Background: an optimization exercise with open tools, aiming at small area, a short achievable clock period and few clock cycles. Do not read the settings as production practice.
The RTL was checked by simulation tests, not by an equivalence proof against the original design.
Power and IR drop assume default switching activity.

== run 1 ==
## mipsCpuBus
module mipsCpuBus (
    input logic clk,
    input logic reset,
    output logic active,
    output cpuPkg::cpuWord registerV0,
    output cpuPkg::cpuWord address,
    output logic read,
    output logic write,
    output cpuPkg::cpuWord writedata,
    input cpuPkg::cpuWord readdata,
    input logic waitrequest
);
    function automatic logic [31:0] byteSwap(input logic [31:0] value);
        byteSwap = {value[7:0], value[15:8], value[23:16], value[31:24]};
    endfunction
    logic halted;
    logic [29:0] pcF;           
    logic pcFZero;              
    logic [29:0] pcD1;          
    logic arrive;               
    logic redirPend;            
    logic [29:0] redirTgt;
    logic redirTgtZero;
    logic memPending;           
    logic memW;
    logic [29:0] memAddr;
    cpuPkg::cpuWord memData;
    cpuPkg::regIndex mRd;       
    logic dataCycle;            
    cpuPkg::regIndex dRd;
    logic xValid;
    logic xWr;                  
    cpuPkg::regIndex xRd, xRs, xRt;
    logic xBReg;                
    logic xIsLoad, xIsStore, xIsMem;
    logic xIsJr;
    logic xBeq, xBne, xBlez, xBgtz, xBltz, xBgez, xAlways, xIsBr;
    logic xPred;                
    logic xDsF;                 
    logic [29:0] xTgt;
    cpuPkg::cpuWord xA, xB, xS;
    logic xSub, xSelSum, xSelAnd, xSelOr, xSelXor, xSelSlt, xSelSltu, xSelShift, xSelB;
    logic xShR, xShA, xVar;
    logic [4:0] xSa;
    logic drop;                 
    logic fetchEn, fetchAcc;
    assign fetchEn = !halted && !memPending && !pcFZero;
    assign fetchAcc = fetchEn && !waitrequest;
    assign address = {memPending ? memAddr : pcF, 2'b00};
    assign read = memPending ? !memW : fetchEn;
    assign write = memPending && memW;
    assign writedata = byteSwap(memData);
  ...
Size in the first run: ~5600 cells after synthesis, about 1300 flip-flops, roughly 130 I/O pins, ~75000 sq um of cells after synthesis.
export LEC_CHECK = 0
export CAP_MARGIN = 20
export CORE_MARGIN = 2
export CORE_UTILIZATION = 60
export SLEW_MARGIN = 20
create_clock -name core_clock -period 10.0 [get_ports {clk}]
standard.sh (not shown) runs the stock make flow with config.mk's settings and CLKGATE_MAP_FILE= SYNTH_SCRIPT=/design/flow/synth_recipe.tcl, a recipe that flattens the netlist after the stock synthesis.
==> flow/flow/run.sh <==
#!/bin/bash
# Standard ORFS layout with three changes to how it is made:
#  - timing repair aims for 6.1 ns of setup slack on every path (below the clock period),
#  - no gate cloning in repair (it left unrepaired high-fanout select nets),
#  - ports are buffered with buf_4 rather than the default delay-cell buffer.
set -euo pipefail
bash standard.sh SETUP_SLACK_MARGIN=6.1 SKIP_GATE_CLONING=1 \
    "BUFFER_PORTS_ARGS=-buffer_cell sky130_fd_sc_hd__buf_4" > standard_flow.log 2>&1
Testbench counts of run 1, summed over its fixed seeds: cycles 66,471.
Here is what was changed in the inputs of run 2 compared with run 1.
# run 1
export LEC_CHECK = 0
export CAP_MARGIN = 20
export CORE_MARGIN = 2
export CORE_UTILIZATION = 60
export SLEW_MARGIN = 20
create_clock -name core_clock -period 10.0 [get_ports {clk}]
# run 2
export LEC_CHECK = 0
export CAP_MARGIN = 20
export CORE_MARGIN = 2
export CORE_UTILIZATION = 55
export SLEW_MARGIN = 20
create_clock -name core_clock -period 10.0 [get_ports {clk}]
==> flow/flow/run.sh <==
#!/bin/bash
# Standard ORFS layout with three changes to how it is made:
#  - timing repair aims for 5.7 ns of setup slack on every path (below the clock period),
#  - no gate cloning in repair (it left unrepaired high-fanout select nets),
#  - ports are buffered with buf_4 rather than the default delay-cell buffer.
set -euo pipefail
bash standard.sh SETUP_SLACK_MARGIN=5.7 SKIP_GATE_CLONING=1 \
    "BUFFER_PORTS_ARGS=-buffer_cell sky130_fd_sc_hd__buf_4" > standard_flow.log 2>&1
[summary]
Run 1 -> run 2: share of synthesized registers carrying an async set or reset flat
Higher starting utilization of the core area goes to run 1 over run 2.
Measured against each other, run 1 and run 2 differ in minimum clock period after layout, the higher figure coming from run 1.
No stage failed in run 2, and the final checks on the layout all came back clean.
On final worst slack, the higher figure sits with run 2, not run 1.
Higher clock share of power among run 1 and run 2: run 2
Going from run 1 to run 2, post-route core utilization shrinks by 10 points.
As of run 2, count of clock buffers in the final design had fallen by a few percent compared to run 1.
Between run 1 and run 2, the cell count went down.
Startpoint-to-endpoint class of the critical path = in -> reg: run 1; startpoint-to-endpoint class of the critical path = reg -> reg: run 2
For run 3, these inputs were changed with respect to run 2:
==> flow/flow/run.sh <==
#!/bin/bash
# Standard ORFS layout, with timing repair aimed below the clock period:
# repair_timing keeps working until every path has 6.0 ns of setup slack.
set -euo pipefail
bash standard.sh SETUP_SLACK_MARGIN=6.0 > standard_flow.log 2>&1
[summary]
Layout checks on run 3: not met. Flow itself completed; violations: capacitance limit, slew limit.
Looking only at summed area of non-filler cells in the final layout, and setting everything else aside, the lower value of run 3 and run 2 goes to run 2.
Number of instances in the placed design of run 3 is on par with run 2.
Going from run 2 to run 3, detailed-route wire length now larger, non-clock inverter instance count of the final layout now larger, pin count of the biggest net entering global routing now smaller, sequential share of layout area now smaller.
When run 3 is set beside run 2, its area overhead of the layout relative to synthesis turns out to be 9.5 points larger.
## Diff of input files: run 4 against run 3
# run 3
export LEC_CHECK = 0
export CAP_MARGIN = 20
export CORE_MARGIN = 2
export CORE_UTILIZATION = 55
export SLEW_MARGIN = 20
create_clock -name core_clock -period 10.0 [get_ports {clk}]
# run 4
export LEC_CHECK = 0
export CAP_MARGIN = 20
export CORE_MARGIN = 2
export CORE_UTILIZATION = 55
export CTS_BUF_LIST = sky130_fd_sc_hd__clkbuf_8
export CTS_CLUSTER_SIZE = 30
export SLEW_MARGIN = 20
create_clock -name core_clock -period 10.0 [get_ports {clk}]
==> flow/flow/run.sh <==
#!/bin/bash
# Standard ORFS layout, with timing repair aimed below the clock period
# (every path should keep 5.7 ns of setup slack) and without gate cloning,
# which left unrepaired high-fanout select nets.
set -euo pipefail
bash standard.sh SETUP_SLACK_MARGIN=5.7 SKIP_GATE_CLONING=1 > standard_flow.log 2>&1
[summary]
Status run 3: flow complete, layout not clean - capacitance limit, slew limit. Every stage of the flow completed for run 4, and the final layout passed the timing, design-rule and antenna checks. Full die area delta (run 4 -> run 3): insignificant. Summary of run 4 over run 3: number of cells on the critical path moved down, count of placed standard cells in the final layout, fillers left out moved down, count of plain and timing-repair buffers in the layout moved down. Run 3 -> run 4: clock-buffer cell count increased by more than 10%. Time the final worst path needs with I/O delays and setup is lower on run 3. Reported for run 4 and run 3, total number of placement rows turned out identical to the last digit. Compared to run 3, run 4 shows a narrower setup margin.

-- port drivers added, routing unchanged --
The results above use ideal ports. As a check the final layouts listed here were re-extracted and re-timed, cells and wires unchanged.
Step 1 assumes that a clkbuf_16 drives the clock port and a buf_2 every other input.
Step 2 times the ports against the registers' clock, not the clock port: input delays grow and output delays shrink by t, the midpoint of the rising clock arrivals with the driver on.
a / b / c = ideal ports / drivers / drivers and shift; a / b = the first two.
run	t, ns	setup WS [ns]	worst setup path after step 2	slew at the worst register clock pin (ns)	worst data-port slew with drivers (ns)
run 1	0.922	5.382 / 5.347 / 4.425	input to register	0.09 / 0.09	0.18
run 2	0.883	5.426 / 5.426 / 4.600	input to register	0.08 / 0.08	0.13
run 3	0.888	5.515 / 5.331 / 4.443	input to register	0.07 / 0.07	0.49
run 4	1.065	5.501 / 5.424 / 4.537	input to register	0.07 / 0.07	0.12
The setup slack of run 3, which loses most, moves by -0.184 ns with the drivers and by -1.072 ns with both steps.
